This is an optimization exercise on Yosys and OpenROAD, whose aim is small area, a short achievable clock period and few clock cycles, not a production implementation.
Function was checked by simulation only, so behaviour that the tests miss may differ from the original.
Power figures rest on the tool's default switching activity, not on a simulated workload.

// rt_frag_stream
module rt_frag_stream #(
    parameter int unsigned IW = rt_pkg::CAMERA_IW,
    parameter int unsigned QW = rt_pkg::CAMERA_QW
) (
    input  logic          clk,
    input  logic          resetn,
    input  logic          start,
    input  logic          abort,
    output logic          busy,
    output logic          done,
    input  logic [31:0]   image_width,
    input  logic [31:0]   image_height,
    input  logic [31:0]   camera_center_x,
    input  logic [31:0]   camera_center_y,
    input  logic [31:0]   camera_center_z,
    input  logic [31:0]   pixel_delta_u_x,
    input  logic [31:0]   pixel_delta_u_y,
    input  logic [31:0]   pixel_delta_u_z,
    input  logic [31:0]   pixel_delta_v_x,
    input  logic [31:0]   pixel_delta_v_y,
    input  logic [31:0]   pixel_delta_v_z,
    input  logic [31:0]   pixel_00_loc_x,
    input  logic [31:0]   pixel_00_loc_y,
    input  logic [31:0]   pixel_00_loc_z,
    output logic          m_valid,
    input  logic          m_ready,
    output logic [31:0]   m_data,
    output logic          m_last
);
For scale: roughly 720 cells after synthesis, about 150 flip-flops, ~490 I/O pins, ~8000 µm² of cells after synthesis.
Settings: LEC_CHECK=0, CAP_MARGIN=20, CORE_MARGIN=2, CORE_UTILIZATION=40, SLEW_MARGIN=20, TNS_END_PERCENT=0; clock period 10.0 ns.
standard.sh (not shown) runs the stock make flow with config.mk's settings and CLKGATE_MAP_FILE= SYNTH_SCRIPT=/design/flow/synth_recipe.tcl, a recipe that flattens the netlist after the stock synthesis.
==> flow/flow/run.sh <==
#!/bin/bash
# Standard ORFS layout with small port buffers, a compact clock tree and a
# tighter setup target for the resizer's timing repair. Each ORFS step keeps
# its full log under orfs/logs; make's own output goes to standard_make.log.
set -euo pipefail
export BUFFER_PORTS_ARGS="-buffer_cell sky130_fd_sc_hd__buf_1"
export CTS_ARGS="-sink_clustering_enable -repair_clock_nets -buf_list {sky130_fd_sc_hd__clkbuf_8} -sink_clustering_size 30 -sink_clustering_max_diameter 100 -dont_use_dummy_load"
bash standard.sh BUFFER_PORTS_ARGS="$BUFFER_PORTS_ARGS" CTS_ARGS="$CTS_ARGS" SETUP_SLACK_MARGIN=7.3 finish > standard_make.log 2>&1
The first run finished clean.
Testbench counts at the start, summed over its fixed seeds: cycles 25,740.
Next try:
--- a/flow/flow/run.sh
+++ b/flow/flow/run.sh
@@ -8 +8 @@
-bash standard.sh BUFFER_PORTS_ARGS="$BUFFER_PORTS_ARGS" CTS_ARGS="$CTS_ARGS" SETUP_SLACK_MARGIN=7.3 finish > standard_make.log 2>&1
+bash standard.sh BUFFER_PORTS_ARGS="$BUFFER_PORTS_ARGS" CTS_ARGS="$CTS_ARGS" SETUP_SLACK_MARGIN=7.0 finish > standard_make.log 2>&1
--- a/flow/config.mk
+++ b/flow/config.mk
@@ -10 +10 @@
-export CORE_UTILIZATION = 40
+export CORE_UTILIZATION = 50
This time the run never finished: it broke off in I/O pin placement (3_2_place_iop) (PPL-0024); synthesized area does not change; synthesized cell count does not change.
Next try:
--- a/flow/flow/run.sh
+++ b/flow/flow/run.sh
@@ -8 +8 @@
-bash standard.sh BUFFER_PORTS_ARGS="$BUFFER_PORTS_ARGS" CTS_ARGS="$CTS_ARGS" SETUP_SLACK_MARGIN=7.0 finish > standard_make.log 2>&1
+bash standard.sh BUFFER_PORTS_ARGS="$BUFFER_PORTS_ARGS" CTS_ARGS="$CTS_ARGS" SETUP_SLACK_MARGIN=7.3 finish > standard_make.log 2>&1
--- a/flow/config.mk
+++ b/flow/config.mk
@@ -10 +10 @@
-export CORE_UTILIZATION = 50
+export CORE_UTILIZATION = 40
@@ -12 +11,0 @@
-export TNS_END_PERCENT = 0
This time the run finished clean.
Synthesized cell count stays the same.
Synthesized area is unchanged.
Next try:
--- a/flow/flow/run.sh
+++ b/flow/flow/run.sh
@@ -8 +8 @@
-bash standard.sh BUFFER_PORTS_ARGS="$BUFFER_PORTS_ARGS" CTS_ARGS="$CTS_ARGS" SETUP_SLACK_MARGIN=7.3 finish > standard_make.log 2>&1
+bash standard.sh BUFFER_PORTS_ARGS="$BUFFER_PORTS_ARGS" CTS_ARGS="$CTS_ARGS" SETUP_SLACK_MARGIN=7.0 finish > standard_make.log 2>&1
--- a/flow/config.mk
+++ b/flow/config.mk
@@ -10,0 +11 @@
+export PLACE_DENSITY = 0.7
@@ -11,0 +13 @@
+export TNS_END_PERCENT = 0
What happened:
- wire length falls by about a fifth
- worst setup slack gains 0.057 ns
- die area is unchanged
- count of clock-buffer cells in the layout stays the same
- critical path depth falls by 6
- global-route usage falls by 3.3 points
- via count falls by a little under a tenth
- synthesized area is unchanged
- power falls by roughly a tenth
Next try:
--- a/flow/flow/run.sh
+++ b/flow/flow/run.sh
@@ -8 +8 @@
-bash standard.sh BUFFER_PORTS_ARGS="$BUFFER_PORTS_ARGS" CTS_ARGS="$CTS_ARGS" SETUP_SLACK_MARGIN=7.0 finish > standard_make.log 2>&1
+bash standard.sh BUFFER_PORTS_ARGS="$BUFFER_PORTS_ARGS" CTS_ARGS="$CTS_ARGS" SETUP_SLACK_MARGIN=7.3 SETUP_MOVE_SEQUENCE=unbuffer,sizeup,swap,buffer MATCH_CELL_FOOTPRINT=0 finish > standard_make.log 2>&1
--- a/flow/config.mk
+++ b/flow/config.mk
@@ -11 +10,0 @@
-export PLACE_DENSITY = 0.7
What happened: The changed run ran to the end with no violations; routed wire length falls by 7.1%; non-clock buffer count falls by 6; global-route usage falls by 1.4 points.
Next try:
--- a/flow/flow/run.sh
+++ b/flow/flow/run.sh
@@ -8 +8 @@
-bash standard.sh BUFFER_PORTS_ARGS="$BUFFER_PORTS_ARGS" CTS_ARGS="$CTS_ARGS" SETUP_SLACK_MARGIN=7.3 SETUP_MOVE_SEQUENCE=unbuffer,sizeup,swap,buffer MATCH_CELL_FOOTPRINT=0 finish > standard_make.log 2>&1
+bash standard.sh BUFFER_PORTS_ARGS="$BUFFER_PORTS_ARGS" CTS_ARGS="$CTS_ARGS" SETUP_SLACK_MARGIN=6.7 finish > standard_make.log 2>&1
- sequential power barely changes
- final area grows by 1.9%
- total power is higher by 1.5%
- global-route usage grows by 3.0 points
- worst setup slack loses 0.0057 ns
- non-clock buffer count came out higher by 12
- area after synthesis does not change
- via count is higher by 3.0%
- maximum frequency barely changes

-- re-timing with driven ports --
The results above use ideal ports. As a check the final layouts listed here were re-extracted and re-timed, cells and wires unchanged.
Step 1 (the two cells are an assumption about what drives the block):
set clk [get_ports {clk}]
set_driving_cell -lib_cell sky130_fd_sc_hd__clkbuf_16 $clk
set_driving_cell -lib_cell sky130_fd_sc_hd__buf_2 [delete_from_list [all_inputs] $clk]
Step 2 moves the port delays by t, midway between the first and last clock arrival at a register: inputs arrive t later, outputs are due t later. That takes back most of the time a late clock gives input paths.
Slacks: ideal / step 1 / step 2; pairs: ideal / step 1.
| run | t (ns) | setup slack, ns | worst register clock-pin slew, ns |
|---|---|---|---|
| the first run | 0.478 | 6.769 / 6.769 / 6.307 | 0.09 / 0.09 |
| the third run | 0.481 | 6.719 / 6.719 / 6.658 | 0.09 / 0.09 |
| the fourth run | 0.471 | 6.776 / 6.786 / 6.320 | 0.09 / 0.09 |
| the fifth run | 0.469 | 6.613 / 6.612 / 6.143 | 0.10 / 0.10 |
| the sixth run | 0.471 | 6.607 / 6.607 / 6.265 | 0.09 / 0.09 |
After both steps setup and hold are still met in every run listed. The setup slack of the fifth run, which loses most, moves by -0.001 ns with the drivers and by -0.470 ns with both steps.
